Source: an optimization exercise on an open RTL-to-GDS flow (aim: small area, a short achievable clock period and few clock cycles per item). Production flows keep margins and buffers that such runs may drop.
The RTL was checked by simulation tests, not by an equivalence proof against the original design.
Power and IR drop assume default switching activity.

## flow/design.v (module list and top-level ports; edited modules follow where they fit)
// module ex_bitwise: 33 lines
// module ex_arith: 16 lines
// module ex_mul_tree: 782 lines
// module ex_hilo: 17 lines
// module ex_stage: 147 lines
// module ex_stage_top: 33 lines
module ex_stage_top (
    input  logic        clk,
    input  logic        rst_i,
    input  logic        valid_i,
    input  logic [7:0]  req_aluop_i,
    input  logic [2:0]  req_alusel_i,
    input  logic [31:0] req_reg1_i,
    input  logic [31:0] req_reg2_i,
    input  logic [4:0]  req_wd_i,
    input  logic        req_wreg_i,
    output logic        stall_o,
    output logic        wb_valid_o,
    output logic [4:0]  wb_wd_o,
    output logic        wb_wreg_o,
    output logic [31:0] wb_wdata_o
);
  // ...
==> flow/run.sh <==
#!/bin/bash
# synth_recipe.tcl (not shown) runs the flow's synth.tcl, then flattens the netlist and writes it again
# the make line also repeats each setting of config.mk as NAME=value (left out here)
make -C /OpenROAD-flow-scripts/flow DESIGN_CONFIG=/design/flow/config.mk WORK_HOME=/design/flow/orfs CLKGATE_MAP_FILE= SYNTH_SCRIPT=/design/flow/synth_recipe.tcl finish
==> flow/config.mk <==
export PLATFORM = sky130hd
export DESIGN_NAME = ex_stage_top
export DESIGN_NICKNAME = ex_stage_top
export VERILOG_FILES = /design/flow/design.v
export SDC_FILE = /design/flow/constraint.sdc
export NUM_CORES = 4
export LEC_CHECK = 0
export ABC_AREA = 1
export CAP_MARGIN = 20
export CORE_MARGIN = 2
export CORE_UTILIZATION = 60
export SLEW_MARGIN = 20
==> flow/constraint.sdc <==
create_clock -name core_clock -period 18.5 [get_ports {clk}]
set_input_delay 3.7000 -clock core_clock [delete_from_list [all_inputs] [get_ports {clk}]]
set_output_delay 3.7000 -clock core_clock [all_outputs]
set_load 0.01 [all_outputs]
==> impl_metrics.csv, run 1 <==
group,metric,value,unit
grt,grt_antenna_before_repair,5,
worst_setup_path,worstReg2RegStart,"i_ex_stage.cnt_q[0]",
finish,final_cell_mix,"nand2_1, inv_1, xor2_1, o22ai_1, o21ai_0",
detailed_routing,drt-total-wl,132,mm
die,nWellTaps,680,
worst_setup_path,critical-path-top-delay-family,"buffers and inverters",
finish,multi_input_gates,3164,
finish,n_clock_buffer,34,
timing,drv_slew,0,
synthesis,synth_xor_area_frac,0.128,
synthesis,yosysTopAreaCellShare,0.189,
min_path,hold_path_class,"reg -> reg",
die,core_area,51500,sq um
synthesis,yosysWarnings,4,
outcome,outcome,"finished clean",
clocking,cts_buffer_depth,3,
placed_design,postPlaceCellArea,32900,sq um
clocking,path_clk_slew,0.06,ns
finish,regArea,4250,sq um
synthesis,synth.top_cells.by_area,"fa_1, dfxtp_1, xor2_1, nand2_1, ha_1",
worst_setup_path,worstPathMaxFanout,32,
worst_setup_path,worstPathArrival,10.86,ns
synthesis,avgSynthCellArea,7.30,sq um
detailed_routing,highest_layer,"met5",
finish,final-nonclk-buf-share,0.0531,
synthesis,synthAdderAreaFrac,0.263,
detailed_routing,ant_nets,0,
grt,met3_usage,0.220,
die,start_util,0.609,
clocking,cts_tree,"built",
finish,final_cells,4917,
synthesis,ys_seq_elements,212,
finish,dominant_cells,"multi-input gates",
finish,mostFrequentLayoutCell,"nand2_1",
timing,slew_headroom,0.111,
finish,n_all_inverters,615,
clocking,clock_latency,0.56,ns
worst_setup_path,crit_path_top_delay_cell,"clkdlybuf4s50_1",
flow_run,max_cap_violations,0,
power,power_leader,"combinational logic",
power,p_sw_frac,0.508,
power,seq-power,562,uW
Testbench counts, summed over its fixed seeds: cycles 19,190, items 16,000.
==> module ex_stage, before the edit <==
module ex_stage (
    input  logic        clk,
    input  logic        rst_i,
    input  logic        valid_i,
    input  logic [7:0]  aluop_i,
    input  logic [2:0]  alusel_i,
    input  logic [31:0] reg1_i,
    input  logic [31:0] reg2_i,
    input  logic [4:0]  wd_i,
    input  logic        wreg_i,
    output logic        stall_o,
    output logic        wb_valid_o,
    output logic [4:0]  wb_wd_o,
    output logic        wb_wreg_o,
    output logic [31:0] wb_wdata_o
);
    localparam int NR = 9;
    localparam int NP = 2;
    localparam int YW = 2 * NR * NP + 1;
    logic sel_nop, sel_logic, sel_shift, sel_move, sel_arith, sel_mul;
    logic accept, is_mulop, last;
    logic is_acc, is_sub, is_mt, mul_sgn;
    logic we_hi, we_lo, trap;
    logic [1:0] cnt_q;
    assign sel_nop   = (alusel_i == 3'd0);
    assign sel_logic = (alusel_i == 3'd1);
    assign sel_shift = (alusel_i == 3'd2);
    assign sel_move  = (alusel_i == 3'd3);
    assign sel_arith = (alusel_i == 3'd4);
    assign sel_mul   = (alusel_i == 3'd5);
    assign is_mulop = sel_mul || (sel_nop && (aluop_i[7] || aluop_i[3]));
    assign last     = (cnt_q == 2'(NP - 1));
    assign stall_o  = !last && !alusel_i[1] &&
                      (alusel_i[2] ? (aluop_i[3] && aluop_i[7]) : (aluop_i[3] || aluop_i[7]));
    assign accept   = valid_i && !rst_i && !(stall_o && valid_i);
    always_ff @(posedge clk) begin
        if (rst_i || !(stall_o && valid_i)) begin
            cnt_q <= 2'd0;
        end else begin
            cnt_q <= cnt_q + 2'd1;
        end
    end
    assign is_acc  = sel_nop && aluop_i[7];
    assign is_sub  = sel_nop && aluop_i[7] && aluop_i[3] && aluop_i[1];
    assign is_mt   = sel_nop && !aluop_i[7] && !aluop_i[3] && aluop_i[4];
    assign we_hi   = sel_nop && (aluop_i[7] || aluop_i[3] || (aluop_i[4] && !aluop_i[1]));
    assign we_lo   = sel_nop && (aluop_i[7] || aluop_i[3] || (aluop_i[4] && aluop_i[1]));
    assign mul_sgn = aluop_i[0] ^ (aluop_i[1] || aluop_i[4]);
    logic [31:0] logic_res, shift_res, arith_res, alu_res;
    logic        is_addsub, do_sub;
    logic [63:0] row0, row1, s_d, c_d, fb, fb2, sum, hilo;
    logic [YW-1:0] yext;
    logic [2*NR:0] win;
    logic        acc_p_q, sub_p_q;
    ex_bitwise i_ex_bitwise (
        .lop_i   (aluop_i[1:0]),
        .left_i  (aluop_i[6]),
        .arith_i (aluop_i[0]),
        .reg1_i  (reg1_i),
        .reg2_i  (reg2_i),
        .logic_o (logic_res),
        .shift_o (shift_res)
    );
    ex_arith i_ex_arith (
        .clo_i   (aluop_i[0]),
        .reg1_i  (reg1_i),
        .count_o (arith_res)
    );
    assign yext = {{(YW - 33){mul_sgn & reg2_i[31]}}, reg2_i, 1'b0};
    always_comb begin
        win = '0;
        for (int g = 0; g < NP; g++) begin
            if (2'(NP - 1 - g) == cnt_q) win = yext[2*NR*g +: 2*NR+1];
        end
    end
    assign fb = (cnt_q != 2'd0) ? {sum[63-2*NR:0], {(2*NR){1'b0}}} : 64'b0;
    always_ff @(posedge clk) begin
        acc_p_q <= is_acc;
        sub_p_q <= is_sub;
    end
    assign fb2 = (acc_p_q && last) ? (hilo ^ {64{sub_p_q}}) : 64'b0;
    ex_mul_tree i_ex_mul_tree (
        .a_i    (reg1_i),
        .win_i  (win),
        .sgn_i  (mul_sgn),
        .fb_i   (fb),
        .fb2_i  (fb2),
        .row0_o (row0),
        .row1_o (row1)
    );
    assign trap = sel_arith && !aluop_i[7] && !aluop_i[3] && !(aluop_i[6] ^ aluop_i[0]);
    assign is_addsub = sel_arith && !aluop_i[7];
    assign do_sub    = aluop_i[1] && !aluop_i[6];
    assign alu_res = ({32{sel_logic}} & logic_res) |
                     ({32{sel_shift}} & shift_res) |
                     ({32{sel_arith}} & arith_res);
    assign s_d = is_mulop ? row0 : (is_mt ? {reg1_i, reg1_i} : (is_addsub ? {32'b0, reg1_i} : {32'b0, alu_res}));
    assign c_d = is_mulop ? row1 : (is_addsub ? {32'b0, reg2_i ^ {32{do_sub}}} : 64'b0);
    logic [63:0] s_q, c_q;
    logic        v_q, we_hi_q, we_lo_q, sub_q, mfhi_q, mflo_q, res_q;
    logic        cin_q, trap_q, slt_q, uns_q, ovf, lt;
    logic [4:0]  wd_q;
    logic        wreg_q;
    always_ff @(posedge clk) begin
        if (rst_i) begin
            v_q     <= 1'b0;
            we_hi_q <= 1'b0;
            we_lo_q <= 1'b0;
        end else begin
            v_q     <= accept;
            we_hi_q <= accept && we_hi;
            we_lo_q <= accept && we_lo;
        end
    end
    always_ff @(posedge clk) begin
        s_q    <= s_d;
        c_q    <= c_d;
        sub_q  <= is_sub;
        mfhi_q <= sel_move && !aluop_i[1];
        mflo_q <= sel_move && aluop_i[1];
        res_q  <= !sel_nop && !sel_move && !(is_addsub && aluop_i[3]);
        cin_q  <= is_addsub && do_sub;
        trap_q <= trap;
        slt_q  <= is_addsub && aluop_i[3];
        uns_q  <= aluop_i[0];
        wd_q   <= wd_i;
        wreg_q <= wreg_i;
    end
    assign sum = s_q + c_q + {63'b0, cin_q};
    assign ovf = (s_q[31] == c_q[31]) && (sum[31] != s_q[31]);
    assign lt  = (s_q[31] == c_q[31]) ? (s_q[31] ^ uns_q) : sum[31];
    ex_hilo i_ex_hilo (
        .clk     (clk),
        .rst_i   (rst_i),
        .we_hi_i (we_hi_q),
        .we_lo_i (we_lo_q),
        .wdata_i (sum ^ {64{sub_q}}),
        .hilo_o  (hilo)
    );
    assign wb_valid_o = v_q;
    assign wb_wd_o    = wd_q;
    assign wb_wreg_o  = wreg_q && !(trap_q && ovf);
    assign wb_wdata_o = ({32{res_q}} & sum[31:0]) |
                        {31'b0, slt_q && lt} |
                        ({32{mfhi_q}} & hilo[63:32]) |
                        ({32{mflo_q}} & hilo[31:0]);
endmodule
==> run 2: changes to the inputs <==
--- a/flow/design.v
+++ b/flow/design.v
@@ -114,75 +114,50 @@
         for (int i = 0; i < 32; i++) begin
             if (cw[i]) cnt = 6'(31 - i);
         end
     end
     assign count_o = {26'b0, cnt};
 endmodule
 module ex_mul_tree (
     input  logic [31:0] a_i,
-    input  logic [18:0] win_i,
     input  logic        sgn_i,
+    input  logic [8:0] one_i,
+    input  logic [8:0] two_i,
+    input  logic [8:0] neg_i,
     input  logic [63:0] fb_i,
     input  logic [63:0] fb2_i,
     output logic [63:0] row0_o,
     output logic [63:0] row1_o
 );
     logic [33:0] x;
     logic [34:0] x2;
     logic [8:0][32:0] pp;
-    logic [8:0] ns, ng, one, two;
+    logic [8:0] ns;
     logic s1, c2, s3, c4, s5, c6, s7, c8, s9, c10, s11, c12, s13, c14, s15, c16, s17, c18, s19, c20, s21, c22, s23, c24, s25, c26, s27, c28, s29, c30, s31, c32, s33, c34, s35, c36, s37, c38, s39, c40, s41, c42, s43, c44, s45, c46, s47, c48, s49, c50, s51, c52, s53, c54, s55, c56, s57, c58, s59, c60, s61, c62, s63, c64, s65, c66, s67, c68, s69, c70, s71, c72, s73, c74, s75, c76, s77, c78, s79, c80, s81, c82, s83, c84, s85, c86, s87, c88, s89, c90, s91, c92, s93, c94, s95, c96, s97, c98, s99, c100, s101, c102, s103, c104, s105, c106, s107, c108, s109, c110, s111, c112, s113, c114, s115, c116, s117, c118, s119, c120, s121, c122, s123, c124, s125, c126, s127, c128, s129, c130, s131, c132, s133, c134, s135, c136, s137, c138, s139, c140, s141, c142, s143, c144, s145, c146, s147, c148, s149, c150, s151, c152, s153, c154, s155, c156, s157, c158, s159, c160, s161, c162, s163, c164, s165, c166, s167, c168, s169, c170, s171, c172, s173, c174, s175, c176, s177, c178, s179, c180, s181, c182, s183, c184, s185, c186, s187, c188, s189, c190, s191, c192, s193, c194, s195, c196, s197, c198, s199, c200, s201, c202, s203, c204, s205, c206, s207, c208, s209, c210, s211, c212, s213, c214, s215, c216, s217, c218, s219, c220, s221, c222, s223, c224, s225, c226, s227, c228, s229, c230, s231, c232, s233, c234, s235, c236, s237, c238, s239, c240, s241, c242, s243, c244, s245, c246, s247, c248, s249, c250, s251, c252, s253, c254, s255, c256, s257, c258, s259, c260, s261, c262, s263, c264, s265, c266, s267, c268, s269, c270, s271, c272, s273, c274, s275, c276, s277, c278, s279, c280, s281, c282, s283, c284, s285, c286, s287, c288, s289, c290, s291, c292, s293, c294, s295, c296, s297, c298, s299, c300, s301, c302, s303, c304, s305, c306, s307, c308, s309, c310, s311, c312, s313, c314, s315, c316, s317, c318, s319, c320, s321, c322, s323, c324, s325, c326, s327, c328, s329, c330, s331, c332, s333, c334, s335, c336, s337, c338, s339, c340, s341, c342, s343, c344, s345, c346, s347, c348, s349, c350, s351, c352, s353, c354, s355, c356, s357, c358, s359, c360, s361, c362, s363, c364, s365, c366, s367, c368, s369, c370, s371, c372, s373, c374, s375, c376, s377, c378, s379, c380, s381, c382, s383, c384, s385, c386, s387, c388, s389, c390, s391, c392, s393, c394, s395, c396, s397, c398, s399, c400, s401, c402, s403, c404, s405, c406, s407, c408, s409, c410, s411, c412, s413, c414, s415, c416, s417, c418, s419, c420, s421, c422, s423, c424, s425, c426, s427, c428, s429, c430, s431, c432, s433, c434, s435, c436, s437, c438, s439, c440, s441, c442, s443, c444, s445, c446, s447, c448, s449, c450, s451, c452, s453, c454, s455, c456, s457, c458, s459, c460, s461, c462, s463, c464, s465, c466, s467, c468, s469, c470, s471, c472, s473, c474, s475, c476, s477, c478, s479, c480, s481, c482, s483, c484, s485, c486, s487, c488, s489, c490, s491, c492, s493, c494, s495, c496, s497, c498, s499, c500, s501, c502, s503, c504, s505, c506, s507, c508, s509, c510, s511, c512, s513, c514, s515, c516, s517, c518, s519, c520, s521, c522, s523, c524, s525, c526, s527, c528, s529, c530, s531, c532, s533, c534, s535, c536, s537, c538, s539, c540, s541, c542, s543, c544, s545, c546, s547, c548, s549, c550, s551, c552, s553, c554, s555, c556, s557, c558, s559, c560, s561, c562, s563, c564, s565, c566, s567, c568, s569, c570, s571, c572, s573, c574, s575, c576, s577, c578, s579, c580, s581, c582, s583, c584, s585, c586, s587, c588, s589, c590, s591, c592, s593, c594, s595, c596, s597, c598, s599, c600, s601, c602, s603, c604, s605, c606, s607, c608, s609, c610, s611, c612, s613, c614, s615, c616, s617, c618, s619, c620, s621, c622, s623, c624, s625, c626, s627, c628, s629, c630, s631, c632, s633, c634, s635, c636, s637, c638, s639, c640, s641, c642, s643, c644, s645, c646, s647, c648, s649, c650, s651, c652, s653, c654, s655, c656, s657, c658, s659, c660, s661, c662, s663, c664, s665, c666, s667, c668, s669, c670, s671, c672, s673, c674, s675, c676, s677, c678, s679, c680, s681, c682, s683, c684, s685, c686, s687, c688, s689, c690, s691, c692, s693, c694, s695, c696, s697, c698, s699, c700, s701, c702, s703, c704, s705, c706, s707, c708, s709, c710, s711, c712, s713, c714, s715, c716, s717, c718;
     assign x  = {{2{sgn_i & a_i[31]}}, a_i};
     assign x2 = {x, 1'b0};
-    assign one[0] = win_i[1] ^ win_i[0];
-    assign two[0] = (win_i[2] & ~win_i[1] & ~win_i[0]) | (~win_i[2] & win_i[1] & win_i[0]);
-    assign ng[0] = win_i[2];
-    assign pp[0] = ((({33{one[0]}} & x[32:0]) | ({33{two[0]}} & x2[32:0])) ^ {33{ng[0]}});
-    assign ns[0] = ~(((one[0] | two[0]) & x[33]) ^ ng[0]);
-    assign one[1] = win_i[3] ^ win_i[2];
-    assign two[1] = (win_i[4] & ~win_i[3] & ~win_i[2]) | (~win_i[4] & win_i[3] & win_i[2]);
-    assign ng[1] = win_i[4];
-    assign pp[1] = ((({33{one[1]}} & x[32:0]) | ({33{two[1]}} & x2[32:0])) ^ {33{ng[1]}});
-    assign ns[1] = ~(((one[1] | two[1]) & x[33]) ^ ng[1]);
-    assign one[2] = win_i[5] ^ win_i[4];
-    assign two[2] = (win_i[6] & ~win_i[5] & ~win_i[4]) | (~win_i[6] & win_i[5] & win_i[4]);
-    assign ng[2] = win_i[6];
-    assign pp[2] = ((({33{one[2]}} & x[32:0]) | ({33{two[2]}} & x2[32:0])) ^ {33{ng[2]}});
-    assign ns[2] = ~(((one[2] | two[2]) & x[33]) ^ ng[2]);
-    assign one[3] = win_i[7] ^ win_i[6];
-    assign two[3] = (win_i[8] & ~win_i[7] & ~win_i[6]) | (~win_i[8] & win_i[7] & win_i[6]);
-    assign ng[3] = win_i[8];
-    assign pp[3] = ((({33{one[3]}} & x[32:0]) | ({33{two[3]}} & x2[32:0])) ^ {33{ng[3]}});
-    assign ns[3] = ~(((one[3] | two[3]) & x[33]) ^ ng[3]);
-    assign one[4] = win_i[9] ^ win_i[8];
-    assign two[4] = (win_i[10] & ~win_i[9] & ~win_i[8]) | (~win_i[10] & win_i[9] & win_i[8]);
-    assign ng[4] = win_i[10];
-    assign pp[4] = ((({33{one[4]}} & x[32:0]) | ({33{two[4]}} & x2[32:0])) ^ {33{ng[4]}});
-    assign ns[4] = ~(((one[4] | two[4]) & x[33]) ^ ng[4]);
-    assign one[5] = win_i[11] ^ win_i[10];
-    assign two[5] = (win_i[12] & ~win_i[11] & ~win_i[10]) | (~win_i[12] & win_i[11] & win_i[10]);
-    assign ng[5] = win_i[12];
-    assign pp[5] = ((({33{one[5]}} & x[32:0]) | ({33{two[5]}} & x2[32:0])) ^ {33{ng[5]}});
-    assign ns[5] = ~(((one[5] | two[5]) & x[33]) ^ ng[5]);
-    assign one[6] = win_i[13] ^ win_i[12];
-    assign two[6] = (win_i[14] & ~win_i[13] & ~win_i[12]) | (~win_i[14] & win_i[13] & win_i[12]);
-    assign ng[6] = win_i[14];
-    assign pp[6] = ((({33{one[6]}} & x[32:0]) | ({33{two[6]}} & x2[32:0])) ^ {33{ng[6]}});
-    assign ns[6] = ~(((one[6] | two[6]) & x[33]) ^ ng[6]);
-    assign one[7] = win_i[15] ^ win_i[14];
-    assign two[7] = (win_i[16] & ~win_i[15] & ~win_i[14]) | (~win_i[16] & win_i[15] & win_i[14]);
-    assign ng[7] = win_i[16];
-    assign pp[7] = ((({33{one[7]}} & x[32:0]) | ({33{two[7]}} & x2[32:0])) ^ {33{ng[7]}});
-    assign ns[7] = ~(((one[7] | two[7]) & x[33]) ^ ng[7]);
-    assign one[8] = win_i[17] ^ win_i[16];
-    assign two[8] = (win_i[18] & ~win_i[17] & ~win_i[16]) | (~win_i[18] & win_i[17] & win_i[16]);
-    assign ng[8] = win_i[18];
-    assign pp[8] = ((({33{one[8]}} & x[32:0]) | ({33{two[8]}} & x2[32:0])) ^ {33{ng[8]}});
-    assign ns[8] = ~(((one[8] | two[8]) & x[33]) ^ ng[8]);
+    assign pp[0] = ((({33{one_i[0]}} & x[32:0]) | ({33{two_i[0]}} & x2[32:0])) ^ {33{neg_i[0]}});
+    assign ns[0] = ~(((one_i[0] | two_i[0]) & x[33]) ^ neg_i[0]);
+    assign pp[1] = ((({33{one_i[1]}} & x[32:0]) | ({33{two_i[1]}} & x2[32:0])) ^ {33{neg_i[1]}});
+    assign ns[1] = ~(((one_i[1] | two_i[1]) & x[33]) ^ neg_i[1]);
+    assign pp[2] = ((({33{one_i[2]}} & x[32:0]) | ({33{two_i[2]}} & x2[32:0])) ^ {33{neg_i[2]}});
+    assign ns[2] = ~(((one_i[2] | two_i[2]) & x[33]) ^ neg_i[2]);
+    assign pp[3] = ((({33{one_i[3]}} & x[32:0]) | ({33{two_i[3]}} & x2[32:0])) ^ {33{neg_i[3]}});
+    assign ns[3] = ~(((one_i[3] | two_i[3]) & x[33]) ^ neg_i[3]);
+    assign pp[4] = ((({33{one_i[4]}} & x[32:0]) | ({33{two_i[4]}} & x2[32:0])) ^ {33{neg_i[4]}});
+    assign ns[4] = ~(((one_i[4] | two_i[4]) & x[33]) ^ neg_i[4]);
+    assign pp[5] = ((({33{one_i[5]}} & x[32:0]) | ({33{two_i[5]}} & x2[32:0])) ^ {33{neg_i[5]}});
+    assign ns[5] = ~(((one_i[5] | two_i[5]) & x[33]) ^ neg_i[5]);
+    assign pp[6] = ((({33{one_i[6]}} & x[32:0]) | ({33{two_i[6]}} & x2[32:0])) ^ {33{neg_i[6]}});
+    assign ns[6] = ~(((one_i[6] | two_i[6]) & x[33]) ^ neg_i[6]);
+    assign pp[7] = ((({33{one_i[7]}} & x[32:0]) | ({33{two_i[7]}} & x2[32:0])) ^ {33{neg_i[7]}});
+    assign ns[7] = ~(((one_i[7] | two_i[7]) & x[33]) ^ neg_i[7]);
+    assign pp[8] = ((({33{one_i[8]}} & x[32:0]) | ({33{two_i[8]}} & x2[32:0])) ^ {33{neg_i[8]}});
+    assign ns[8] = ~(((one_i[8] | two_i[8]) & x[33]) ^ neg_i[8]);
     assign s1 = pp[0][14] ^ pp[1][12];
     assign c2 = pp[0][14] & pp[1][12];
     assign s3 = pp[0][15] ^ pp[1][13];
     assign c4 = pp[0][15] & pp[1][13];
     assign s5 = pp[0][16] ^ pp[1][14] ^ pp[2][12];
     assign c6 = (pp[0][16] & pp[1][14]) | (pp[0][16] & pp[2][12]) | (pp[1][14] & pp[2][12]);
     assign s7 = pp[3][10] ^ pp[4][8];
     assign c8 = pp[3][10] & pp[4][8];
@@ -285,40 +260,40 @@
     assign s105 = pp[0][11] ^ pp[1][9] ^ pp[2][7];
     assign c106 = (pp[0][11] & pp[1][9]) | (pp[0][11] & pp[2][7]) | (pp[1][9] & pp[2][7]);
     assign s107 = pp[3][5] ^ pp[4][3];
     assign c108 = pp[3][5] & pp[4][3];
     assign s109 = pp[0][12] ^ pp[1][10] ^ pp[2][8];
     assign c110 = (pp[0][12] & pp[1][10]) | (pp[0][12] & pp[2][8]) | (pp[1][10] & pp[2][8]);
     assign s111 = pp[3][6] ^ pp[4][4] ^ pp[5][2];
     assign c112 = (pp[3][6] & pp[4][4]) | (pp[3][6] & pp[5][2]) | (pp[4][4] & pp[5][2]);
-    assign s113 = pp[6][0] ^ ng[6];
-    assign c114 = pp[6][0] & ng[6];
+    assign s113 = pp[6][0] ^ neg_i[6];
+    assign c114 = pp[6][0] & neg_i[6];
     assign s115 = pp[0][13] ^ pp[1][11] ^ pp[2][9];
     assign c116 = (pp[0][13] & pp[1][11]) | (pp[0][13] & pp[2][9]) | (pp[1][11] & pp[2][9]);
     assign s117 = pp[3][7] ^ pp[4][5] ^ pp[5][3];
     assign c118 = (pp[3][7] & pp[4][5]) | (pp[3][7] & pp[5][3]) | (pp[4][5] & pp[5][3]);
     assign s119 = pp[6][1] ^ fb2_i[13];
     assign c120 = pp[6][1] & fb2_i[13];
     assign s121 = pp[2][10] ^ pp[3][8] ^ pp[4][6];
     assign c122 = (pp[2][10] & pp[3][8]) | (pp[2][10] & pp[4][6]) | (pp[3][8] & pp[4][6]);
     assign s123 = pp[5][4] ^ pp[6][2] ^ pp[7][0];
     assign c124 = (pp[5][4] & pp[6][2]) | (pp[5][4] & pp[7][0]) | (pp[6][2] & pp[7][0]);
-    assign s125 = ng[7] ^ fb2_i[14] ^ s1;
-    assign c126 = (ng[7] & fb2_i[14]) | (ng[7] & s1) | (fb2_i[14] & s1);
+    assign s125 = neg_i[7] ^ fb2_i[14] ^ s1;
+    assign c126 = (neg_i[7] & fb2_i[14]) | (neg_i[7] & s1) | (fb2_i[14] & s1);
     assign s127 = pp[2][11] ^ pp[3][9] ^ pp[4][7];
     assign c128 = (pp[2][11] & pp[3][9]) | (pp[2][11] & pp[4][7]) | (pp[3][9] & pp[4][7]);
     assign s129 = pp[5][5] ^ pp[6][3] ^ pp[7][1];
     assign c130 = (pp[5][5] & pp[6][3]) | (pp[5][5] & pp[7][1]) | (pp[6][3] & pp[7][1]);
     assign s131 = fb2_i[15] ^ c2 ^ s3;
     assign c132 = (fb2_i[15] & c2) | (fb2_i[15] & s3) | (c2 & s3);
     assign s133 = pp[5][6] ^ pp[6][4] ^ pp[7][2];
     assign c134 = (pp[5][6] & pp[6][4]) | (pp[5][6] & pp[7][2]) | (pp[6][4] & pp[7][2]);
-    assign s135 = pp[8][0] ^ ng[8] ^ fb2_i[16];
-    assign c136 = (pp[8][0] & ng[8]) | (pp[8][0] & fb2_i[16]) | (ng[8] & fb2_i[16]);
+    assign s135 = pp[8][0] ^ neg_i[8] ^ fb2_i[16];
+    assign c136 = (pp[8][0] & neg_i[8]) | (pp[8][0] & fb2_i[16]) | (neg_i[8] & fb2_i[16]);
     assign s137 = c4 ^ s5 ^ s7;
     assign c138 = (c4 & s5) | (c4 & s7) | (s5 & s7);
     assign s139 = pp[5][7] ^ pp[6][5] ^ pp[7][3];
     assign c140 = (pp[5][7] & pp[6][5]) | (pp[5][7] & pp[7][3]) | (pp[6][5] & pp[7][3]);
     assign s141 = pp[8][1] ^ fb2_i[17] ^ c6;
     assign c142 = (pp[8][1] & fb2_i[17]) | (pp[8][1] & c6) | (fb2_i[17] & c6);
     assign s143 = c8 ^ s9 ^ s11;
     assign c144 = (c8 & s9) | (c8 & s11) | (s9 & s11);
@@ -473,32 +448,32 @@
     assign s293 = pp[6][32] ^ pp[7][30];
     assign c294 = pp[6][32] & pp[7][30];
     assign s295 = pp[0][4] ^ pp[1][2];
     assign c296 = pp[0][4] & pp[1][2];
     assign s297 = pp[0][5] ^ pp[1][3];
     assign c298 = pp[0][5] & pp[1][3];
     assign s299 = pp[0][6] ^ pp[1][4] ^ pp[2][2];
     assign c300 = (pp[0][6] & pp[1][4]) | (pp[0][6] & pp[2][2]) | (pp[1][4] & pp[2][2]);
-    assign s301 = pp[3][0] ^ ng[3];
-    assign c302 = pp[3][0] & ng[3];
+    assign s301 = pp[3][0] ^ neg_i[3];
+    assign c302 = pp[3][0] & neg_i[3];
     assign s303 = pp[0][7] ^ pp[1][5] ^ pp[2][3];
     assign c304 = (pp[0][7] & pp[1][5]) | (pp[0][7] & pp[2][3]) | (pp[1][5] & pp[2][3]);
     assign s305 = pp[3][1] ^ fb2_i[7];
     assign c306 = pp[3][1] & fb2_i[7];
     assign s307 = pp[2][4] ^ pp[3][2] ^ pp[4][0];
     assign c308 = (pp[2][4] & pp[3][2]) | (pp[2][4] & pp[4][0]) | (pp[3][2] & pp[4][0]);
-    assign s309 = ng[4] ^ fb2_i[8] ^ s97;
-    assign c310 = (ng[4] & fb2_i[8]) | (ng[4] & s97) | (fb2_i[8] & s97);
+    assign s309 = neg_i[4] ^ fb2_i[8] ^ s97;
+    assign c310 = (neg_i[4] & fb2_i[8]) | (neg_i[4] & s97) | (fb2_i[8] & s97);
     assign s311 = pp[2][5] ^ pp[3][3] ^ pp[4][1];
     assign c312 = (pp[2][5] & pp[3][3]) | (pp[2][5] & pp[4][1]) | (pp[3][3] & pp[4][1]);
     assign s313 = fb2_i[9] ^ c98 ^ s99;
     assign c314 = (fb2_i[9] & c98) | (fb2_i[9] & s99) | (c98 & s99);
-    assign s315 = pp[5][0] ^ ng[5] ^ fb2_i[10];
-    assign c316 = (pp[5][0] & ng[5]) | (pp[5][0] & fb2_i[10]) | (ng[5] & fb2_i[10]);
+    assign s315 = pp[5][0] ^ neg_i[5] ^ fb2_i[10];
+    assign c316 = (pp[5][0] & neg_i[5]) | (pp[5][0] & fb2_i[10]) | (neg_i[5] & fb2_i[10]);
     assign s317 = c100 ^ s101 ^ s103;
     assign c318 = (c100 & s101) | (c100 & s103) | (s101 & s103);
     assign s319 = pp[5][1] ^ fb2_i[11] ^ c102;
     assign c320 = (pp[5][1] & fb2_i[11]) | (pp[5][1] & c102) | (fb2_i[11] & c102);
     assign s321 = c104 ^ s105 ^ s107;
     assign c322 = (c104 & s105) | (c104 & s107) | (s105 & s107);
     assign s323 = fb2_i[12] ^ c106 ^ c108;
     assign c324 = (fb2_i[12] & c106) | (fb2_i[12] & c108) | (c106 & c108);
@@ -643,18 +618,18 @@
     assign s463 = ns[7] ^ pp[8][31] ^ fb_i[47];
     assign c464 = (ns[7] & pp[8][31]) | (ns[7] & fb_i[47]) | (pp[8][31] & fb_i[47]);
     assign s465 = pp[8][32] ^ fb_i[48];
     assign c466 = pp[8][32] & fb_i[48];
     assign s467 = pp[0][2] ^ pp[1][0];
     assign c468 = pp[0][2] & pp[1][0];
     assign s469 = pp[0][3] ^ pp[1][1];
     assign c470 = pp[0][3] & pp[1][1];
-    assign s471 = pp[2][0] ^ ng[2] ^ fb2_i[4];
-    assign c472 = (pp[2][0] & ng[2]) | (pp[2][0] & fb2_i[4]) | (ng[2] & fb2_i[4]);
+    assign s471 = pp[2][0] ^ neg_i[2] ^ fb2_i[4];
+    assign c472 = (pp[2][0] & neg_i[2]) | (pp[2][0] & fb2_i[4]) | (neg_i[2] & fb2_i[4]);
     assign s473 = pp[2][1] ^ fb2_i[5] ^ c296;
     assign c474 = (pp[2][1] & fb2_i[5]) | (pp[2][1] & c296) | (fb2_i[5] & c296);
     assign s475 = fb2_i[6] ^ c298 ^ s299;
     assign c476 = (fb2_i[6] & c298) | (fb2_i[6] & s299) | (c298 & s299);
     assign s477 = c300 ^ c302 ^ s303;
     assign c478 = (c300 & c302) | (c300 & s303) | (c302 & s303);
     assign s479 = c304 ^ c306 ^ s307;
     assign c480 = (c304 & c306) | (c304 & s307) | (c306 & s307);
@@ -763,22 +738,22 @@
     assign s583 = fb_i[60] ^ fb2_i[60];
     assign c584 = fb_i[60] & fb2_i[60];
     assign s585 = fb_i[61] ^ fb2_i[61];
     assign c586 = fb_i[61] & fb2_i[61];
     assign s587 = fb_i[62] ^ fb2_i[62];
     assign c588 = fb_i[62] & fb2_i[62];
     assign s589 = fb_i[63] ^ fb2_i[63];
     assign c590 = fb_i[63] & fb2_i[63];
-    assign s591 = pp[0][0] ^ ng[0];
-    assign c592 = pp[0][0] & ng[0];
+    assign s591 = pp[0][0] ^ neg_i[0];
+    assign c592 = pp[0][0] & neg_i[0];
     assign s593 = pp[0][1] ^ fb2_i[1];
     assign c594 = pp[0][1] & fb2_i[1];
-    assign s595 = ng[1] ^ fb2_i[2] ^ s467;
-    assign c596 = (ng[1] & fb2_i[2]) | (ng[1] & s467) | (fb2_i[2] & s467);
+    assign s595 = neg_i[1] ^ fb2_i[2] ^ s467;
+    assign c596 = (neg_i[1] & fb2_i[2]) | (neg_i[1] & s467) | (fb2_i[2] & s467);
     assign s597 = fb2_i[3] ^ c468 ^ s469;
     assign c598 = (fb2_i[3] & c468) | (fb2_i[3] & s469) | (c468 & s469);
     assign s599 = c470 ^ s295 ^ s471;
     assign c600 = (c470 & s295) | (c470 & s471) | (s295 & s471);
     assign s601 = c472 ^ s297 ^ s473;
     assign c602 = (c472 & s297) | (c472 & s473) | (s297 & s473);
     assign s603 = s301 ^ c474 ^ s475;
     assign c604 = (s301 & c474) | (s301 & s475) | (c474 & s475);
@@ -929,17 +904,16 @@
     output logic        stall_o,
     output logic        wb_valid_o,
     output logic [4:0]  wb_wd_o,
     output logic        wb_wreg_o,
     output logic [31:0] wb_wdata_o
 );
     localparam int NR = 9;
     localparam int NP = 2;
-    localparam int YW = 2 * NR * NP + 1;
     logic sel_nop, sel_logic, sel_shift, sel_move, sel_arith, sel_mul;
     logic accept, is_mulop, last;
     logic is_acc, is_sub, is_mt, mul_sgn;
     logic we_hi, we_lo, trap;
     logic [1:0] cnt_q;
     assign sel_nop   = (alusel_i == 3'd0);
     assign sel_logic = (alusel_i == 3'd1);
     assign sel_shift = (alusel_i == 3'd2);
@@ -962,50 +936,74 @@
     assign is_sub  = sel_nop && aluop_i[7] && aluop_i[3] && aluop_i[1];
     assign is_mt   = sel_nop && !aluop_i[7] && !aluop_i[3] && aluop_i[4];
     assign we_hi   = sel_nop && (aluop_i[7] || aluop_i[3] || (aluop_i[4] && !aluop_i[1]));
     assign we_lo   = sel_nop && (aluop_i[7] || aluop_i[3] || (aluop_i[4] && aluop_i[1]));
     assign mul_sgn = aluop_i[0] ^ (aluop_i[1] || aluop_i[4]);
     logic [31:0] logic_res, shift_res, arith_res, alu_res;
     logic        is_addsub, do_sub;
     logic [63:0] row0, row1, s_d, c_d, fb, fb2, sum, hilo;
-    logic [YW-1:0] yext;
-    logic [2*NR:0] win;
+    logic [NR*NP-1:0] d_one, d_two, d_neg;
+    logic [NR-1:0]    r_one, r_two, r_neg;
     logic        acc_p_q, sub_p_q;
     ex_bitwise i_ex_bitwise (
         .lop_i   (aluop_i[1:0]),
         .left_i  (aluop_i[6]),
         .arith_i (aluop_i[0]),
         .reg1_i  (reg1_i),
         .reg2_i  (reg2_i),
         .logic_o (logic_res),
         .shift_o (shift_res)
     );
     ex_arith i_ex_arith (
         .clo_i   (aluop_i[0]),
         .reg1_i  (reg1_i),
         .count_o (arith_res)
     );
-    assign yext = {{(YW - 33){mul_sgn & reg2_i[31]}}, reg2_i, 1'b0};
     always_comb begin
-        win = '0;
-        for (int g = 0; g < NP; g++) begin
-            if (2'(NP - 1 - g) == cnt_q) win = yext[2*NR*g +: 2*NR+1];
+        logic [32:0] y;
+        y = {reg2_i, 1'b0};
+        for (int i = 0; i < 16; i++) begin
+            d_one[i] = y[2*i+1] ^ y[2*i];
+            d_two[i] = (y[2*i+2] & ~y[2*i+1] & ~y[2*i]) | (~y[2*i+2] & y[2*i+1] & y[2*i]);
+            d_neg[i] = y[2*i+2];
+        end
+        d_one[16] = reg2_i[31] & ~mul_sgn;
+        d_two[16] = 1'b0;
+        d_neg[16] = 1'b0;
+        d_one[17] = 1'b0;
+        d_two[17] = 1'b0;
+        d_neg[17] = 1'b0;
+    end
+    always_comb begin
+        for (int r = 0; r < NR; r++) begin
+            r_one[r] = '0;
+            r_two[r] = '0;
+            r_neg[r] = '0;
+            for (int g = 0; g < NP; g++) begin
+                if (2'(NP - 1 - g) == cnt_q) begin
+                    r_one[r] = d_one[NR*g + r];
+                    r_two[r] = d_two[NR*g + r];
+                    r_neg[r] = d_neg[NR*g + r];
+                end
+            end
         end
     end
     assign fb = (cnt_q != 2'd0) ? {sum[63-2*NR:0], {(2*NR){1'b0}}} : 64'b0;
     always_ff @(posedge clk) begin
         acc_p_q <= is_acc;
         sub_p_q <= is_sub;
     end
     assign fb2 = (acc_p_q && last) ? (hilo ^ {64{sub_p_q}}) : 64'b0;
     ex_mul_tree i_ex_mul_tree (
         .a_i    (reg1_i),
-        .win_i  (win),
         .sgn_i  (mul_sgn),
+        .one_i  (r_one),
+        .two_i  (r_two),
+        .neg_i  (r_neg),
         .fb_i   (fb),
         .fb2_i  (fb2),
         .row0_o (row0),
         .row1_o (row1)
     );
     assign trap = sel_arith && !aluop_i[7] && !aluop_i[3] && !(aluop_i[6] ^ aluop_i[0]);
     assign is_addsub = sel_arith && !aluop_i[7];
     assign do_sub    = aluop_i[1] && !aluop_i[6];
==> impl_metrics.csv, run 2 <==
group,metric,value,unit
outcome,outcome,"finished clean",
finish,largest_registers,"i_ex_stage.c_q x64, i_ex_stage.i_ex_hilo.hilo_o x64, i_ex_stage.s_q x64",
finish,nets,4777,
placed_design,post-dp-hpwl,96.6,mm
worst_setup_path,worstPathMaxFanout,26,
clocking,cts_tree,"built",
clocking,ctsResizeCount,0,
synthesis,synthArstFlopShare,0,
timing,min_period,9.42,ns
flow_run,max_cap_violations,0,
synthesis,ys.flop_type,"dfxtp_1",
detailed_routing,drt-total-wl,131,mm
die,fp-row-count,83,
worst_setup_path,worstPathArrival,9.81,ns
clocking,ctsHoldBuffers,0,
synthesis,synth_edf_count,0,
synthesis,yosysTopAreaCellShare,0.190,
min_path,hold_path_class,"reg -> reg",
clocking,ctsHtreeMaxLevel,1,
grt,grt_max_degree,82,
synthesis,yosysWarnings,4,
timing,tightest_slew,1.28,ns
synthesis,synth.top_cells.by_area,"fa_1, dfxtp_1, nand2_1, xor2_1, ha_1",
grt,gr-usage-all-layers,0.482,
clocking,path_clk_slew,0.06,ns
timing,setup_viol,0,
worst_setup_path,criticalPathCategory,"in -> reg",
detailed_routing,dr.pass1.iters,7,
detailed_routing,ant_nets,0,
grt,grt_pass1_vias,29300,
die,die_x,232,um
die,die_height,232,um
worst_setup_path,ff2ff_setup_slack,11.17,ns
grt,globalRouteOverflowTotal,0,
synthesis,synth_fp_nets,4863,
synthesis,avgSynthCellArea,7.24,sq um
grt,grt_pass1_wl,192,mm
min_path,whs_endpoint,"i_ex_stage.cnt_q[0]",
timing,fin_setup_tns,0,ns
die,io_pins,124,
timing,fin_hold_ws,0.480,ns
synthesis,syn_inst,4300,
grt,grt_antenna_before_repair,5,
detailed_routing,vias,31500,
detailed_routing,drt_iter0_drc,4815,
placed_design,io_buffers,121,
finish,final_layout_size_suffix_gt1_frac,0.0395,
synthesis,synth_area,31100,sq um
synthesis,synth.distinct_cells,54,
finish,fill_cells,4634,
detailed_routing,post_drt_wl_per_cell,26.6,um
placed_design,postPlaceCellArea,32700,sq um
die,core_area,51300,sq um
timing,drv_slew,0,
power,p_per_area,106,nW/um^2
clocking,cts_setup_buffers,0,
worst_setup_path,critPathLaunchType,"input port",
timing,slew_headroom,0.137,
finish,synthToLayoutAreaGrowth,7.84,%
worst_setup_path,rr_worst_depth,16,
power,cellLeakagePower,0.0153,uW
worst_setup_path,r2r_end,"i_ex_stage.c_q[18]",
clocking,root_buffer,"clkbuf_16",
timing,skew,0.0234,ns
clocking,cts_buffer_depth,3,
synthesis,synth_top_area_cell,"fa_1",
finish,final_area,33600,sq um
synthesis,yosysMostFrequentCell,"nand2_1",
detailed_routing,viasPerCell,6.41,
finish,final_cell_mix,"nand2_1, inv_1, xor2_1, o22ai_1, fa_1",
worst_setup_path,required,18.89,ns
clocking,numCtsBuffers,24,
die,dieArea,53700,sq um
synthesis,ys_seq_elements,212,
min_path,min_from,"i_ex_stage.cnt_q[0]",
worst_setup_path,worstReg2RegStart,"i_ex_stage.cnt_q[0]",
timing,rsz0062_at_grt,"false",
synthesis,synth-seq-area-share,0.136,
timing,fmax,106,MHz
worst_setup_path,endpoint_kind,"register",
synthesis,synthTopCellsByCount,"nand2_1, inv_1, xor2_1",
clocking,cts_num_sinks,212,
clocking,clock_latency,0.56,ns
power,power,3570,uW
placed_design,place_congestion,1.07,
timing,finalHoldViolations,0,
die,start_util,0.607,
timing,fin_crit_sh,0.509,
min_path,worstHoldPathCells,1,
detailed_routing,drc,0,
power,ir_worst_vdd,0.0612,mV
finish,mostFrequentLayoutCell,"nand2_1",
run 2: worst max-delay path, stage by stage:
cell and delay, ns:
clkdlybuf4s50_1 0.90, inv_1 0.40, o21ai_1 0.87, buf_4 0.37
inv_2 0.41, xor2_1 0.32, fa_1 0.54, fa_1 0.46
fa_1 0.45, inv_1 0.09, fa_1 0.44, fa_1 0.50
nand2_1 0.09, o21ai_0 0.25
run 2: cells by family after synthesis:
kind of cell | after synthesis | share of synthesized area
simple gates | 1175 | 0.149
compound gates | 1045 | 0.199
buf+inv | 880 | 0.107
fa+ha+maj | 479 | 0.264
xor+xnor | 464 | 0.130
flops | 212 | 0.136
mux | 45 | 0.0145
run 2: routing by layer:
layer	global-route usage	routed length (um)	vias to the layer above
li1	-	-	13900
met1	0.653	50200	14700
met2	0.651	50400	2479
met3	0.225	23200	483
met4	0.207	7120	6
met5	0.00643	65	-
run 2: cell type report:
class	instances	area, sq um	area share
antenna	4	10.0	0.000298
clock buffer	29	651	0.0194
clock inverter	15	239	0.00712
inverter	571	2140	0.0638
multi-input combinational	3208	23700	0.705
sequential	212	4250	0.127
tap	680	851	0.0253
timing repair buffer	197	1770	0.0528
run 2: worst max path at each step:
stage	from	end	cells after the start
floorplan	req_aluop_i[7]	stall_o	2
global placement	req_reg2_i[3]	i_ex_stage.c_q[18]	14
detailed placement	req_reg2_i[3]	i_ex_stage.c_q[18]	14
CTS	req_aluop_i[7]	stall_o	4
global route	req_reg2_i[3]	i_ex_stage.c_q[18]	14
finish	req_reg2_i[3]	i_ex_stage.c_q[18]	14
run 2: power by group:
part           internal (uW)  switching [uW]  total [uW]
registers                532            34.6         567
clock network            336             215         551
logic                    913            1530        2450
run 2: stage by stage:
stage          setup slack (ns)  cells  utilization
6_report                   9.08   4916        0.655
5_1_grt                    9.15   4913        0.654
3_5_place_dp               9.01   4868        0.637
4_1_cts                    9.33   4912        0.654
3_3_place_gp               9.05   4868        0.637
2_1_floorplan             10.51   4300            -
Testbench counts of run 2, summed over its fixed seeds: cycles 19,190, items 16,000.
==> module ex_bitwise, before the edit <==
module ex_bitwise (
    input  logic [1:0]  lop_i,
    input  logic        left_i,
    input  logic        arith_i,
    input  logic [31:0] reg1_i,
    input  logic [31:0] reg2_i,
    output logic [31:0] logic_o,
    output logic [31:0] shift_o
);
    logic [31:0] src;
    logic [31:0] shr;
    logic        fill;
    always_comb begin
        case (lop_i)
            2'b00:   logic_o = reg1_i & reg2_i;
            2'b01:   logic_o = reg1_i | reg2_i;
            2'b10:   logic_o = reg1_i ^ reg2_i;
            default: logic_o = ~(reg1_i | reg2_i);
        endcase
    end
    always_comb begin
        for (int i = 0; i < 32; i++) begin
            src[i] = left_i ? reg2_i[31-i] : reg2_i[i];
        end
    end
    assign fill = arith_i & reg2_i[31];
    assign shr  = 32'($signed({fill, src}) >>> reg1_i[4:0]);
    always_comb begin
        for (int i = 0; i < 32; i++) begin
            shift_o[i] = left_i ? shr[31-i] : shr[i];
        end
    end
endmodule
==> run 3: changes to the inputs <==
--- a/flow/design.v
+++ b/flow/design.v
@@ -81,12 +81,13 @@
     logic [31:0] shr;
     logic        fill;
-    always_comb begin
-        case (lop_i)
-            2'b00:   logic_o = reg1_i & reg2_i;
-            2'b01:   logic_o = reg1_i | reg2_i;
-            2'b10:   logic_o = reg1_i ^ reg2_i;
-            default: logic_o = ~(reg1_i | reg2_i);
-        endcase
-    end
+    logic l_and, l_or, l_xor, l_nor;
+    assign l_and = !lop_i[1] && !lop_i[0];
+    assign l_or  = !lop_i[1] &&  lop_i[0];
+    assign l_xor =  lop_i[1] && !lop_i[0];
+    assign l_nor =  lop_i[1] &&  lop_i[0];
+    assign logic_o = ({32{l_and}} & (reg1_i & reg2_i)) |
+                     ({32{l_or}}  & (reg1_i | reg2_i)) |
+                     ({32{l_xor}} & (reg1_i ^ reg2_i)) |
+                     ({32{l_nor}} & ~(reg1_i | reg2_i));
     always_comb begin
         for (int i = 0; i < 32; i++) begin
@@ -892,4 +893,32 @@
     end
 endmodule
+module ex_add64 (
+    input  logic [63:0] a_i,
+    input  logic [63:0] b_i,
+    input  logic        ci_i,
+    output logic [63:0] sum_o
+);
+    logic [63:0] g0, p0, g, p, gn, pn;
+    assign g0 = a_i & b_i;
+    assign p0 = a_i ^ b_i;
+    always_comb begin
+        g    = g0;
+        p    = p0;
+        g[0] = g0[0] | (p0[0] & ci_i);
+        for (int k = 1; k < 64; k = k * 2) begin
+            gn = g;
+            pn = p;
+            for (int i = 0; i < 64; i++) begin
+                if ((i / k) % 2 == 1) begin
+                    gn[i] = g[i] | (p[i] & g[(i / k) * k - 1]);
+                    pn[i] = p[i] & p[(i / k) * k - 1];
+                end
+            end
+            g = gn;
+            p = pn;
+        end
+    end
+    assign sum_o = p0 ^ {g[62:0], ci_i};
+endmodule
 module ex_stage (
     input  logic        clk,
@@ -911,5 +940,5 @@
     localparam int NP = 2;
     logic sel_nop, sel_logic, sel_shift, sel_move, sel_arith, sel_mul;
-    logic accept, is_mulop, last;
+    logic accept, is_mulop, last, stall;
     logic is_acc, is_sub, is_mt, mul_sgn;
     logic we_hi, we_lo, trap;
@@ -925,7 +954,8 @@
     assign stall_o  = !last && !alusel_i[1] &&
                       (alusel_i[2] ? (aluop_i[3] && aluop_i[7]) : (aluop_i[3] || aluop_i[7]));
-    assign accept   = valid_i && !rst_i && !(stall_o && valid_i);
+    assign stall    = valid_i && is_mulop && !last;
+    assign accept   = valid_i && !rst_i && !stall;
     always_ff @(posedge clk) begin
-        if (rst_i || !(stall_o && valid_i)) begin
+        if (rst_i || !stall) begin
             cnt_q <= 2'd0;
         end else begin
@@ -955,5 +985,5 @@
     );
     ex_arith i_ex_arith (
-        .clo_i   (aluop_i[0]),
+        .clo_i   (aluop_i[7] && aluop_i[0]),
         .reg1_i  (reg1_i),
         .count_o (arith_res)
@@ -1043,5 +1073,10 @@
         wreg_q <= wreg_i;
     end
-    assign sum = s_q + c_q + {63'b0, cin_q};
+    ex_add64 i_ex_add64 (
+        .a_i   (s_q),
+        .b_i   (c_q),
+        .ci_i  (cin_q),
+        .sum_o (sum)
+    );
     assign ovf = (s_q[31] == c_q[31]) && (sum[31] != s_q[31]);
     assign lt  = (s_q[31] == c_q[31]) ? (s_q[31] ^ uns_q) : sum[31];
==> impl_metrics.csv, run 3 <==
group,metric,value,unit
synthesis,synth.distinct_cells,58,
timing,fin_crit_sh,0.509,
worst_setup_path,ff2ff_setup_slack,12.00,ns
detailed_routing,drt_iter0_drc,4353,
die,die_height,229,um
die,die_x,229,um
clocking,numCtsBuffers,28,
finish,mostFrequentLayoutCell,"nand2_1",
grt,grt_pass1_vias,30900,
clocking,ctsHtreeMaxLevel,1,
synthesis,yosysMostFrequentCell,"nand2_1",
min_path,whs_endpoint,"i_ex_stage.cnt_q[0]",
detailed_routing,ant_nets,0,
timing,finalHoldViolations,0,
power,ir_worst_vdd,0.113,mV
detailed_routing,viasPerCell,6.62,
flow_run,max_cap_violations,0,
grt,globalRouteOverflowTotal,0,
worst_setup_path,required,18.96,ns
timing,skew,0.0220,ns
min_path,min_from,"i_ex_stage.cnt_q[0]",
synthesis,yosysTopAreaCellShare,0.198,
detailed_routing,vias,31200,
finish,final_area,33000,sq um
synthesis,synth.top_cells.by_area,"fa_1, dfxtp_1, xor2_1, nand2_1, ha_1",
synthesis,yosysWarnings,5,
grt,gr-usage-all-layers,0.477,
placed_design,place_congestion,1.05,
finish,fin_util,0.660,
timing,setup_slack,9.08,ns
synthesis,synth-seq-area-share,0.139,
die,core_area,50100,sq um
worst_setup_path,endpoint_kind,"register",
placed_design,post-dp-hpwl,90.7,mm
worst_setup_path,r2r_end,"i_ex_stage.c_q[31]",
clocking,cts_num_sinks,212,
timing,rsz0062_at_grt,"false",
clocking,clock_latency,0.61,ns
placed_design,pre_cts_slack,8.79,ns
detailed_routing,dr.pass1.iters,10,
die,dieArea,52500,sq um
synthesis,synth_top_area_cell,"fa_1",
worst_setup_path,criticalPathCategory,"in -> reg",
timing,min_period,9.42,ns
grt,grt_pass1_wl,189,mm
min_path,hold_path_class,"reg -> reg",
worst_setup_path,rr_worst_depth,17,
clocking,cts_tree,"built",
synthesis,avgSynthCellArea,7.41,sq um
min_path,worstHoldPathCells,1,
finish,final_cell_mix,"nand2_1, inv_1, o21ai_0, xor2_1, o22ai_1",
synthesis,ys.flop_type,"dfxtp_1",
power,cellLeakagePower,0.0151,uW
timing,drv_slew,0,
synthesis,ys_seq_elements,212,
clocking,path_clk_slew,0.06,ns
power,p_per_area,109,nW/um^2
detailed_routing,drt-total-wl,127,mm
timing,fin_setup_tns,0,ns
synthesis,synth_fp_nets,4675,
synthesis,synth_area,30400,sq um
synthesis,synth_edf_count,0,
timing,setup_viol,0,
detailed_routing,post_drt_wl_per_cell,27.0,um
placed_design,io_buffers,121,
clocking,cts_setup_buffers,0,
die,start_util,0.608,
worst_setup_path,worstReg2RegStart,"i_ex_stage.cnt_q[0]",
timing,slew_headroom,0.135,
clocking,cts_buffer_depth,3,
die,io_pins,124,
finish,largest_registers,"i_ex_stage.c_q x64, i_ex_stage.i_ex_hilo.hilo_o x64, i_ex_stage.s_q x64",
placed_design,postPlaceCellArea,31900,sq um
worst_setup_path,critPathLaunchType,"input port",
worst_setup_path,worstPathArrival,9.89,ns
synthesis,syn_inst,4108,
finish,synthToLayoutAreaGrowth,8.58,%
detailed_routing,drc,0,
die,fp-row-count,82,
timing,fmax,106,MHz
finish,final_layout_size_suffix_gt1_frac,0.0515,
finish,nets,4587,
worst_setup_path,worstPathMaxFanout,35,
synthesis,synthTopCellsByCount,"nand2_1, inv_1, o21ai_0",
grt,grt_antenna_before_repair,4,
clocking,ctsResizeCount,0,
outcome,outcome,"finished clean",
timing,tightest_slew,1.30,ns
grt,grt_max_degree,83,
synthesis,synthArstFlopShare,0,
clocking,root_buffer,"clkbuf_16",
clocking,ctsHoldBuffers,0,
## run 3: cell count changes in the layout (fill, tap and decap cells not counted), moves of 14 or more
| cell | previous run | this run |
|---|---|---|
| a21oi_1 | 204 | 164 |
| a22o_1 | 1 | 33 |
| a31oi_1 | 25 | 7 |
| nand2_1 | 761 | 612 |
| nand3_1 | 99 | 113 |
| nor2_1 | 262 | 232 |
| o2111ai_1 | 31 | 1 |
| o21ai_0 | 292 | 345 |
| xnor2_1 | 139 | 90 |
## run 3: cell type report
cell class,instances,area [sq um]
antenna,1,2.50
multi-input combinational,3008,22900
clock inverter,17,297
tap,672,841
fill,4369,17000
clock buffer,34,763
sequential,212,4250
timing repair buffer,197,1810
inverter,573,2150
## run 3: per-stage QoR
| stage | cells | total power (uW) | hold slack [ns] |
|---|---|---|---|
| finish | 4714 | 3600 | 0.468 |
| global route | 4714 | 3840 | 0.517 |
| global placement | 4659 | 2810 | 0.425 |
| detailed placement | 4659 | 2870 | 0.470 |
| CTS | 4710 | 3520 | 0.481 |
| floorplan | 4108 | 2090 | 0.417 |
## run 3: cells by family (layout without fill, tap and decap cells)
group / count (synthesis) / after routing / share of synthesized area
AND/OR/NAND/NOR: 1034 / 1034 / 0.140
XOR/XNOR: 428 / 428 / 0.123
other: 0 / 1 / 0
adder cells (fa/ha/maj): 483 / 483 / 0.273
AO/OA/AOI/OAI: 1015 / 1015 / 0.198
flip-flops: 212 / 212 / 0.139
multiplexers: 48 / 48 / 0.0158
buffers and inverters: 888 / 821 / 0.111
## run 3: metal layers
metal,wire length (um),global-route usage,part of all wire
met1,44800,0.586,0.35
met2,51400,0.690,0.40
met3,21000,0.200,0.17
met4,9700,0.286,0.076
met5,403,0.0506,0.0032
## run 3: critical path, cell delays in order
cell,delay [ns]
clkdlybuf4s50_1,0.92
clkinv_1,0.14
buf_4,0.32
xor2_1,0.78
inv_1,0.09
nor2_1,0.20
clkinv_1,0.58
o22ai_1,0.40
xor2_1,0.13
fa_1,0.57
inv_1,0.05
fa_1,0.50
inv_1,0.05
fa_1,0.37
inv_1,0.09
fa_1,0.42
fa_1,0.37
nand2_1,0.09
o21ai_0,0.10
## run 3: where the power goes
part	switching [uW]	internal, uW
combinational	1480	920
sequential	31.7	533
clock	240	392
## run 3: worst max path at each step
stage | start | to | depth (start not counted)
final | req_aluop_i[0] | i_ex_stage.s_q[38] | 19
after global routing | req_aluop_i[0] | i_ex_stage.c_q[37] | 19
after CTS | req_aluop_i[7] | stall_o | 4
after detailed placement | req_aluop_i[0] | i_ex_stage.c_q[34] | 18
after global placement | req_aluop_i[0] | i_ex_stage.c_q[37] | 19
after floorplan | req_aluop_i[7] | stall_o | 3
Testbench counts of run 3, summed over its fixed seeds: cycles 19,190, items 16,000.
==> run 4: changes to the inputs <==
--- a/flow/design.v
+++ b/flow/design.v
@@ -70,10 +70,8 @@
 endpackage
 module ex_bitwise (
-    input  logic [1:0]  lop_i,
     input  logic        left_i,
     input  logic        arith_i,
     input  logic [31:0] reg1_i,
     input  logic [31:0] reg2_i,
-    output logic [31:0] logic_o,
     output logic [31:0] shift_o
 );
@@ -81,13 +79,4 @@
     logic [31:0] shr;
     logic        fill;
-    logic l_and, l_or, l_xor, l_nor;
-    assign l_and = !lop_i[1] && !lop_i[0];
-    assign l_or  = !lop_i[1] &&  lop_i[0];
-    assign l_xor =  lop_i[1] && !lop_i[0];
-    assign l_nor =  lop_i[1] &&  lop_i[0];
-    assign logic_o = ({32{l_and}} & (reg1_i & reg2_i)) |
-                     ({32{l_or}}  & (reg1_i | reg2_i)) |
-                     ({32{l_xor}} & (reg1_i ^ reg2_i)) |
-                     ({32{l_nor}} & ~(reg1_i | reg2_i));
     always_comb begin
         for (int i = 0; i < 32; i++) begin
@@ -897,5 +886,7 @@
     input  logic [63:0] b_i,
     input  logic        ci_i,
-    output logic [63:0] sum_o
+    output logic [63:0] sum_o,
+    output logic [63:0] and_o,
+    output logic [63:0] xor_o
 );
     logic [63:0] g0, p0, g, p, gn, pn;
@@ -920,4 +911,6 @@
     end
     assign sum_o = p0 ^ {g[62:0], ci_i};
+    assign and_o = g0;
+    assign xor_o = p0;
 endmodule
 module ex_stage (
@@ -969,6 +962,6 @@
     assign we_lo   = sel_nop && (aluop_i[7] || aluop_i[3] || (aluop_i[4] && aluop_i[1]));
     assign mul_sgn = aluop_i[0] ^ (aluop_i[1] || aluop_i[4]);
-    logic [31:0] logic_res, shift_res, arith_res, alu_res;
-    logic        is_addsub, do_sub;
+    logic [31:0] shift_res, arith_res, alu_res;
+    logic        is_addsub, do_sub, is_pass;
     logic [63:0] row0, row1, s_d, c_d, fb, fb2, sum, hilo;
     logic [NR*NP-1:0] d_one, d_two, d_neg;
@@ -976,10 +969,8 @@
     logic        acc_p_q, sub_p_q;
     ex_bitwise i_ex_bitwise (
-        .lop_i   (aluop_i[1:0]),
         .left_i  (aluop_i[6]),
         .arith_i (aluop_i[0]),
         .reg1_i  (reg1_i),
         .reg2_i  (reg2_i),
-        .logic_o (logic_res),
         .shift_o (shift_res)
     );
@@ -1038,11 +1029,13 @@
     assign is_addsub = sel_arith && !aluop_i[7];
     assign do_sub    = aluop_i[1] && !aluop_i[6];
-    assign alu_res = ({32{sel_logic}} & logic_res) |
-                     ({32{sel_shift}} & shift_res) |
+    assign is_pass = is_addsub || sel_logic;
+    assign alu_res = ({32{sel_shift}} & shift_res) |
                      ({32{sel_arith}} & arith_res);
-    assign s_d = is_mulop ? row0 : (is_mt ? {reg1_i, reg1_i} : (is_addsub ? {32'b0, reg1_i} : {32'b0, alu_res}));
-    assign c_d = is_mulop ? row1 : (is_addsub ? {32'b0, reg2_i ^ {32{do_sub}}} : 64'b0);
+    assign s_d = is_mulop ? row0 : (is_mt ? {reg1_i, reg1_i} : (is_pass ? {32'b0, reg1_i} : {32'b0, alu_res}));
+    assign c_d = is_mulop ? row1 : (is_pass ? {32'b0, reg2_i ^ {32{is_addsub && do_sub}}} : 64'b0);
     logic [63:0] s_q, c_q;
     logic        v_q, we_hi_q, we_lo_q, sub_q, mfhi_q, mflo_q, res_q;
+    logic        and_q, or_q, xor_q, nor_q;
+    logic [63:0] andv, xorv;
     logic        cin_q, trap_q, slt_q, uns_q, ovf, lt;
     logic [4:0]  wd_q;
@@ -1065,5 +1058,9 @@
         mfhi_q <= sel_move && !aluop_i[1];
         mflo_q <= sel_move && aluop_i[1];
-        res_q  <= !sel_nop && !sel_move && !(is_addsub && aluop_i[3]);
+        res_q  <= !sel_nop && !sel_move && !sel_logic && !(is_addsub && aluop_i[3]);
+        and_q  <= sel_logic && !aluop_i[1] && !aluop_i[0];
+        or_q   <= sel_logic && !aluop_i[1] &&  aluop_i[0];
+        xor_q  <= sel_logic &&  aluop_i[1] && !aluop_i[0];
+        nor_q  <= sel_logic &&  aluop_i[1] &&  aluop_i[0];
         cin_q  <= is_addsub && do_sub;
         trap_q <= trap;
@@ -1077,5 +1074,7 @@
         .b_i   (c_q),
         .ci_i  (cin_q),
-        .sum_o (sum)
+        .sum_o (sum),
+        .and_o (andv),
+        .xor_o (xorv)
     );
     assign ovf = (s_q[31] == c_q[31]) && (sum[31] != s_q[31]);
@@ -1093,4 +1092,8 @@
     assign wb_wreg_o  = wreg_q && !(trap_q && ovf);
     assign wb_wdata_o = ({32{res_q}} & sum[31:0]) |
+                        ({32{and_q}} & andv[31:0]) |
+                        ({32{xor_q}} & xorv[31:0]) |
+                        ({32{or_q}}  & (andv[31:0] | xorv[31:0])) |
+                        ({32{nor_q}} & ~(andv[31:0] | xorv[31:0])) |
                         {31'b0, slt_q && lt} |
                         ({32{mfhi_q}} & hilo[63:32]) |
==> impl_metrics.csv, run 4 <==
group,metric,value,unit
finish,mostFrequentLayoutCell,"inv_1",
placed_design,io_buffers,121,
synthesis,avgSynthCellArea,7.38,sq um
detailed_routing,post_drt_wl_per_cell,28.1,um
min_path,whs_endpoint,"i_ex_stage.cnt_q[0]",
clocking,path_clk_slew,0.06,ns
placed_design,post-dp-hpwl,94.6,mm
timing,finalHoldViolations,0,
worst_setup_path,ff2ff_setup_slack,11.23,ns
min_path,min_from,"i_ex_stage.cnt_q[0]",
timing,fin_setup_tns,0,ns
clocking,numCtsBuffers,24,
synthesis,synth_edf_count,0,
placed_design,postPlaceCellArea,31500,sq um
grt,gr-usage-all-layers,0.503,
die,fp-row-count,81,
placed_design,place_congestion,1.07,
timing,drv_slew,0,
min_path,hold_path_class,"reg -> reg",
die,start_util,0.610,
grt,grt_max_degree,83,
synthesis,synth_fp_nets,4591,
synthesis,syn_inst,4054,
detailed_routing,vias,31200,
outcome,outcome,"finished clean",
grt,grt_pass1_vias,29600,
timing,setup_viol,0,
finish,final_area,32400,sq um
worst_setup_path,required,14.80,ns
grt,grt_pass1_wl,190,mm
power,cellLeakagePower,0.0144,uW
detailed_routing,drc,0,
synthesis,yosysTopAreaCellShare,0.201,
clocking,cts_buffer_depth,3,
timing,min_period,9.45,ns
finish,final_cell_mix,"inv_1, nand2_1, o22ai_1, xor2_1, fa_1",
synthesis,synth_area,29900,sq um
finish,synthToLayoutAreaGrowth,8.09,%
worst_setup_path,endpoint_kind,"output port",
flow_run,max_cap_violations,0,
die,die_height,227,um
synthesis,ys_seq_elements,216,
detailed_routing,drt-total-wl,131,mm
worst_setup_path,worstReg2RegStart,"i_ex_stage.cnt_q[0]",
synthesis,yosysWarnings,5,
timing,fin_crit_sh,0.511,
detailed_routing,dr.pass1.iters,10,
die,io_pins,124,
worst_setup_path,r2r_end,"i_ex_stage.s_q[18]",
power,power,3850,uW
synthesis,synth_top_area_cell,"fa_1",
power,p_per_area,119,nW/um^2
synthesis,synthArstFlopShare,0,
clocking,ctsHtreeMaxLevel,1,
finish,final_cells,4675,
clocking,ctsHoldBuffers,0,
timing,fmax,106,MHz
worst_setup_path,criticalPathCategory,"in -> out",
finish,final_layout_size_suffix_gt1_frac,0.0467,
synthesis,yosysMostFrequentCell,"inv_1",
finish,nets,4527,
die,core_area,49100,sq um
worst_setup_path,rr_worst_depth,20,
clocking,root_buffer,"clkbuf_16",
die,die_x,227,um
clocking,ctsResizeCount,0,
timing,skew,0.0465,ns
synthesis,synth-seq-area-share,0.144,
placed_design,dp.cells,4627,
clocking,cts_tree,"built",
min_path,worstHoldPathCells,1,
worst_setup_path,worstPathArrival,5.75,ns
detailed_routing,viasPerCell,6.67,
clocking,cts_setup_buffers,0,
grt,grt_antenna_before_repair,12,
finish,largest_registers,"i_ex_stage.c_q x64, i_ex_stage.i_ex_hilo.hilo_o x64, i_ex_stage.s_q x64",
clocking,cts_num_sinks,216,
power,ir_worst_vdd,0.127,mV
synthesis,synth.top_cells.by_area,"fa_1, dfxtp_1, xor2_1, inv_1, nand2_1",
synthesis,ys.flop_type,"dfxtp_1",
timing,slew_headroom,0.164,
clocking,clock_latency,0.58,ns
worst_setup_path,critPathLaunchType,"input port",
synthesis,synth.distinct_cells,56,
synthesis,synthTopCellsByCount,"inv_1, nand2_1, o22ai_1",
timing,tightest_slew,1.24,ns
worst_setup_path,worstPathMaxFanout,8,
detailed_routing,ant_nets,0,
detailed_routing,drt_iter0_drc,4977,
timing,rsz0062_at_grt,"false",
grt,globalRouteOverflowTotal,0,
die,dieArea,51700,sq um
-- run 4: changes by cell type in the layout (fill, tap and decap cells not counted), sizes merged, moves of 32 or more --
cell	change
a21oi	+81
o21ai	-64
inv	+45
o211ai	-45
nand2	-38
nand3	-32
-- run 4: stage by stage --
step / hold slack, ns / worst slack, ns / util
after floorplan: 0.417 / 10.46 / -
after global placement: 0.424 / 9.04 / 0.642
after detailed placement: 0.449 / 8.98 / 0.642
after CTS: 0.456 / 9.12 / 0.659
after global routing: 0.493 / 9.09 / 0.659
final: 0.456 / 9.05 / 0.660
-- run 4: kinds of logic after synthesis --
| logic type | Yosys count | synth area share |
|---|---|---|
| compound gates | 1033 | 0.206 |
| xor+xnor | 404 | 0.119 |
| fa+ha+maj | 453 | 0.265 |
| buf+inv | 919 | 0.116 |
| flops | 216 | 0.144 |
| mux | 47 | 0.0157 |
| simple gates | 982 | 0.134 |
-- run 4: how the worst max path moves through the flow --
| stage | startpoint | slack, ns | cells past startpoint | to |
|---|---|---|---|---|
| after floorplan | req_aluop_i[7] | 10.46 | 3 | stall_o |
| after global placement | req_reg2_i[21] | 9.04 | 17 | i_ex_stage.s_q[19] |
| after detailed placement | req_reg2_i[21] | 8.98 | 17 | i_ex_stage.s_q[19] |
| after CTS | req_aluop_i[7] | 9.12 | 4 | stall_o |
| after global routing | req_aluop_i[7] | 9.09 | 4 | stall_o |
| final | req_aluop_i[7] | 9.05 | 4 | stall_o |
-- run 4: layer usage --
metal | track usage | up-vias | routed length (um)
met4 | 0.374 | 10 | 12500
li1 | - | 13100 | -
met1 | 0.605 | 14500 | 44700
met2 | 0.716 | 2761 | 52600
met3 | 0.211 | 813 | 21500
met5 | 0 | - | 196
-- run 4: final cells by class --
cell class / instances / area, sq um
multi-input cells: 2919 / 22200
fillers: 4132 / 16700
flip-flops and latches: 216 / 4330
inverters: 643 / 2410
repair buffers: 186 / 1710
well taps: 664 / 831
clock buffers: 31 / 667
clock inverters: 13 / 148
diodes: 3 / 7.51
-- run 4: report_power, final --
part / leakage [uW] / internal (uW) / switching (uW) / total, uW
clock: 0.000394 / 286 / 223 / 509
sequential: 0.00177 / 535 / 45.0 / 580
combinational: 0.0123 / 1010 / 1750 / 2760
-- run 4: critical path, stage by stage --
cell and delay [ns]:
clkdlybuf4s50_1 0.91, nor2_1 0.22, nor4_1 0.31, clkdlybuf4s50_1 0.61
Testbench counts of run 4, summed over its fixed seeds: cycles 19,190, items 16,000.

-- what the ideal ports hide --
Ports are ideal in the flow. The routed layouts listed here were re-timed in OpenROAD.
Step 1 sets driving cells, clkbuf_16 on the clock port and buf_2 on the other inputs (assumed; they add their load-dependent delay and slew).
Step 2, shift: input delay + t, output delay - t, t = (earliest + latest rising clock arrival at the registers) / 2. This alone moves slack from input paths to output paths.
Three values: no drivers, after step 1, after step 2; two values: the first two.
| run | shift t [ns] | setup slack, ns | worst hold slack (ns) | worst data-port slew with drivers (ns) |
|---|---|---|---|---|
| run 1 | 0.609 | 7.983 / 8.016 / 7.407 | 0.446 / 0.446 / 0.446 | 0.05 |
| run 2 | 0.602 | 9.083 / 9.111 / 8.509 | 0.480 / 0.480 / 0.480 | 0.06 |
| run 3 | 0.645 | 9.076 / 9.100 / 8.456 | 0.468 / 0.468 / 0.468 | 0.05 |
| run 4 | 0.609 | 9.053 / 9.031 / 8.574 | 0.456 / 0.456 / 0.456 | 0.06 |
After both steps setup and hold are still met in every run listed. The setup slack of run 3, which loses most, moves by +0.024 ns with the drivers and by -0.620 ns with both steps.
